This design comes from an exercise in tuning for small area, a short achievable clock period and few clock cycles per item on the open sky130 flow, not from production work.
At most, simulation tests tie the RTL to the original design; equivalence was not proved.
Power is estimated from default activity; no workload was simulated.

## compact_number_encoder
module compact_number_encoder (
    input  logic                i_clk,
    input  logic                i_rst_n,
    input  logic                start,
    output logic                busy,
    input  logic                i_func,
    input  logic signed [31:0]  i_int_value,
    input  logic [63:0]         i_real_bits,
    input  logic                i_is_double,
    output logic                o_strobe,
    output logic [7:0]          o_out_byte,
    output logic                o_last_byte,
    input  logic                psel,
    input  logic                penable,
    input  logic                pwrite,
    input  logic [4:0]          paddr,
    input  logic [31:0]         pwdata,
    output logic [31:0]         prdata,
    output logic                pready
);
Size: about 1,700 cells after synthesis.
clock: 9.0 ns
lec_check: 0
cap_margin: 20
core_margin: 2
core_utilization: 40
slew_margin: 20
tns_end_percent: 5
standard.sh (not shown) runs the stock make flow with config.mk's settings and CLKGATE_MAP_FILE= SYNTH_SCRIPT=/design/flow/synth_recipe.tcl, a recipe that flattens the netlist after the stock synthesis.
==> flow/flow/run.sh <==
#!/bin/bash
# Standard ORFS layout with two changes: the port buffers are buf_1 cells
# instead of the default delay-buffer cells (every port still gets its own
# buffer), and timing repair aims for 6 ns of setup slack.
set -euo pipefail
export BUFFER_PORTS_ARGS="-buffer_cell sky130_fd_sc_hd__buf_1"
bash standard.sh SETUP_SLACK_MARGIN=6 synth > synth.log 2>&1
bash standard.sh SETUP_SLACK_MARGIN=6 finish > finish.log 2>&1
Next try:
--- a/flow/design.v
+++ b/flow/design.v
@@ -58,54 +58,50 @@
     end
     logic hb, gb;
     assign hb = hsel[de6];
     assign gb = gsel[de6];
     logic [32:0] mki, mks;
     always_comb begin
         for (int k = 0; k < 33; k++) begin
             mki[k] = de6[5] ? ((k < 31) || (k == 31 && !de6[0]))
                             : ((k < 30) && (de6 < 6'(30 - k)));
             mks[k] = (de6 == 6'd0) ? (k < 9) : ((k < 10) || (de6 < 6'(73 - k)));
         end
     end
-    logic [2:0] sti_p, sts_p;
-    logic [32:0] dwi, dws;
-    assign dwi = dw[32:0] & mki;
-    assign dws = dw[32:0] & mks;
-    assign sti_p = {|dwi[32:22], |dwi[21:11], |dwi[10:0]};
-    assign sts_p = {|dws[32:22], |dws[21:11], |dws[10:0]};
+    logic sti, sts;
+    assign sti = (|dm[19:0]) | (|(dw[32:0] & mki));
+    assign sts = (|dm[19:0]) | (|(dw[32:0] & mks));
     logic d_zero, d_one;
     assign d_zero = ~|i_real_bits[62:0];
     assign d_one = (i_real_bits == 64'h3ff0000000000000);
     logic d_lt4;
     assign d_lt4 = i_int_value[31] ? (&i_int_value[31:4] & |i_int_value[3:0])
                                    : ~|i_int_value[31:4];
     assign o_req = {i_real_bits[63:32], i_func ? i_real_bits[31:0] : i_int_value};
     logic [63:0] r_bits;
     logic [5:0]  r_amt, r_amt1;
     logic        r_imode;
-    logic        r_func, r_dbl, r_zero, r_one, r_hb, r_gb;
-    logic [2:0]  r_sti_p, r_sts_p;
+    logic        r_func, r_dbl, r_zero, r_one, r_hb, r_gb, r_sti, r_sts;
     always_ff @(posedge i_clk) begin
         r_func <= i_func;
         r_amt  <= d_amt;
         r_amt1 <= d_amt1;
         r_imode <= d_imode;
         r_dbl  <= i_is_double;
         r_zero <= d_zero;
         r_one  <= d_one;
         r_hb   <= hb;
         r_gb   <= gb;
-        r_sti_p <= sti_p;
-        r_sts_p <= sts_p;
+        r_sti  <= sti;
+        r_sts  <= sts;
     end
     logic r_last;
     always_ff @(posedge i_clk) r_last <= i_func ? (d_zero | d_one) : d_lt4;
     assign o_last1 = r_last;
     assign r_bits = i_req;
     logic        s;
     logic [10:0] e;
     logic [51:0] m;
     logic [31:0] iv;
     assign s = r_bits[63];
     assign e = r_bits[62:52];
     assign m = r_bits[51:0];
@@ -116,27 +112,24 @@
     logic [2:0]  n0;
     assign neg = iv[31];
     assign lo4 = (iv[3:0] ^ {4{neg}}) + {3'd0, neg};
     assign lt4  = neg ? (&iv[31:4]  & |iv[3:0])  : ~|iv[31:4];
     assign lt12 = neg ? (&iv[31:12] & |iv[11:0]) : ~|iv[31:12];
     assign lt20 = neg ? (&iv[31:20] & |iv[19:0]) : ~|iv[31:20];
     assign lt28 = neg ? (&iv[31:28] & |iv[27:0]) : ~|iv[31:28];
     assign n0 = lt4 ? 3'd0 : lt12 ? 3'd1 : lt20 ? 3'd2 : lt28 ? 3'd3 : 3'd4;
     logic [32:0] yi;
     logic [23:0] ys;
     assign yi = {1'b1, m[51:20]} >> ((r_imode && !r_hb) ? r_amt1 : r_amt);
     assign ys = yi[23:0];
-    logic r_sti, r_sts;
-    assign r_sti = (|m[19:0]) | (|r_sti_p);
-    assign r_sts = (|m[19:0]) | (|r_sts_p);
     logic exact, r_w8, r_int, r_half;
     always_comb begin
         if (&e) exact = ~|m;                                       
         else if (e >= 11'd897 && e <= 11'd1150) exact = ~|m[28:0];   
         else if (e >= 11'd872 && e <= 11'd896) exact = ~r_gb & ~r_sts;  
         else exact = 1'b0;                                         
     end
     assign r_w8 = r_dbl & ~exact;
     assign r_int = (e >= 11'd1023) && (e <= 11'd1053) && !r_hb && !r_sti
                    && ((e <= 11'd1042) || (r_dbl && |m[28:0]));
     assign r_half = (e >= 11'd1022) && (e <= 11'd1052) && r_hb && !r_sti
                     && ((e <= 11'd1041) || (r_dbl && |m[28:0]));
Outcome: Via count stays flat. First-iteration DRC count drops by about 11%. Final cell count fell by about 1.3%. Hold slack got worse by 0.0035 ns. Area after synthesis shrinks by about 1.4%. Combinational power drops by about 7%. Count of clock-buffer cells in the layout is lower by 2. Worst setup slack got worse by 0.15 ns. Wire length went up by about 2.4%. Total power drops by about 4%. Critical path depth came out lower by 2. Die area fell by 1.4%. Clock skew barely changes.
Testbench counts after the change, summed over its fixed seeds: cycles 14,733, items 3,200.
The RTL of the first run of this note was laid out without a check of its function.

-- afterwards: timing with drivers on the ports --
In the flow no input, the clock included, has a driving cell. The finished layouts below were timed again as built, in two steps. Step 1 sets driving cells, clkbuf_16 on the clock port and buf_2 on the other inputs (assumed; they add their load-dependent delay and slew). Step 2 times the ports against the registers' clock, not the clock port: input delays grow and output delays shrink by t, the midpoint of the rising clock arrivals with the driver on. Three values: ideal ports, drivers, drivers and shift; two values: the first two.
| run | t (ns) | setup slack, ns | slew at the worst register clock pin (ns) |
|---|---|---|---|
| the first run | 0.486 | 5.759 / 5.759 / 5.365 | 0.07 / 0.07 |
| the second run | 0.487 | 5.609 / 5.611 / 5.123 | 0.08 / 0.08 |
After both steps every run listed still meets setup and hold. The setup slack of the second run, which loses most, moves by +0.002 ns with the drivers and by -0.486 ns with both steps.
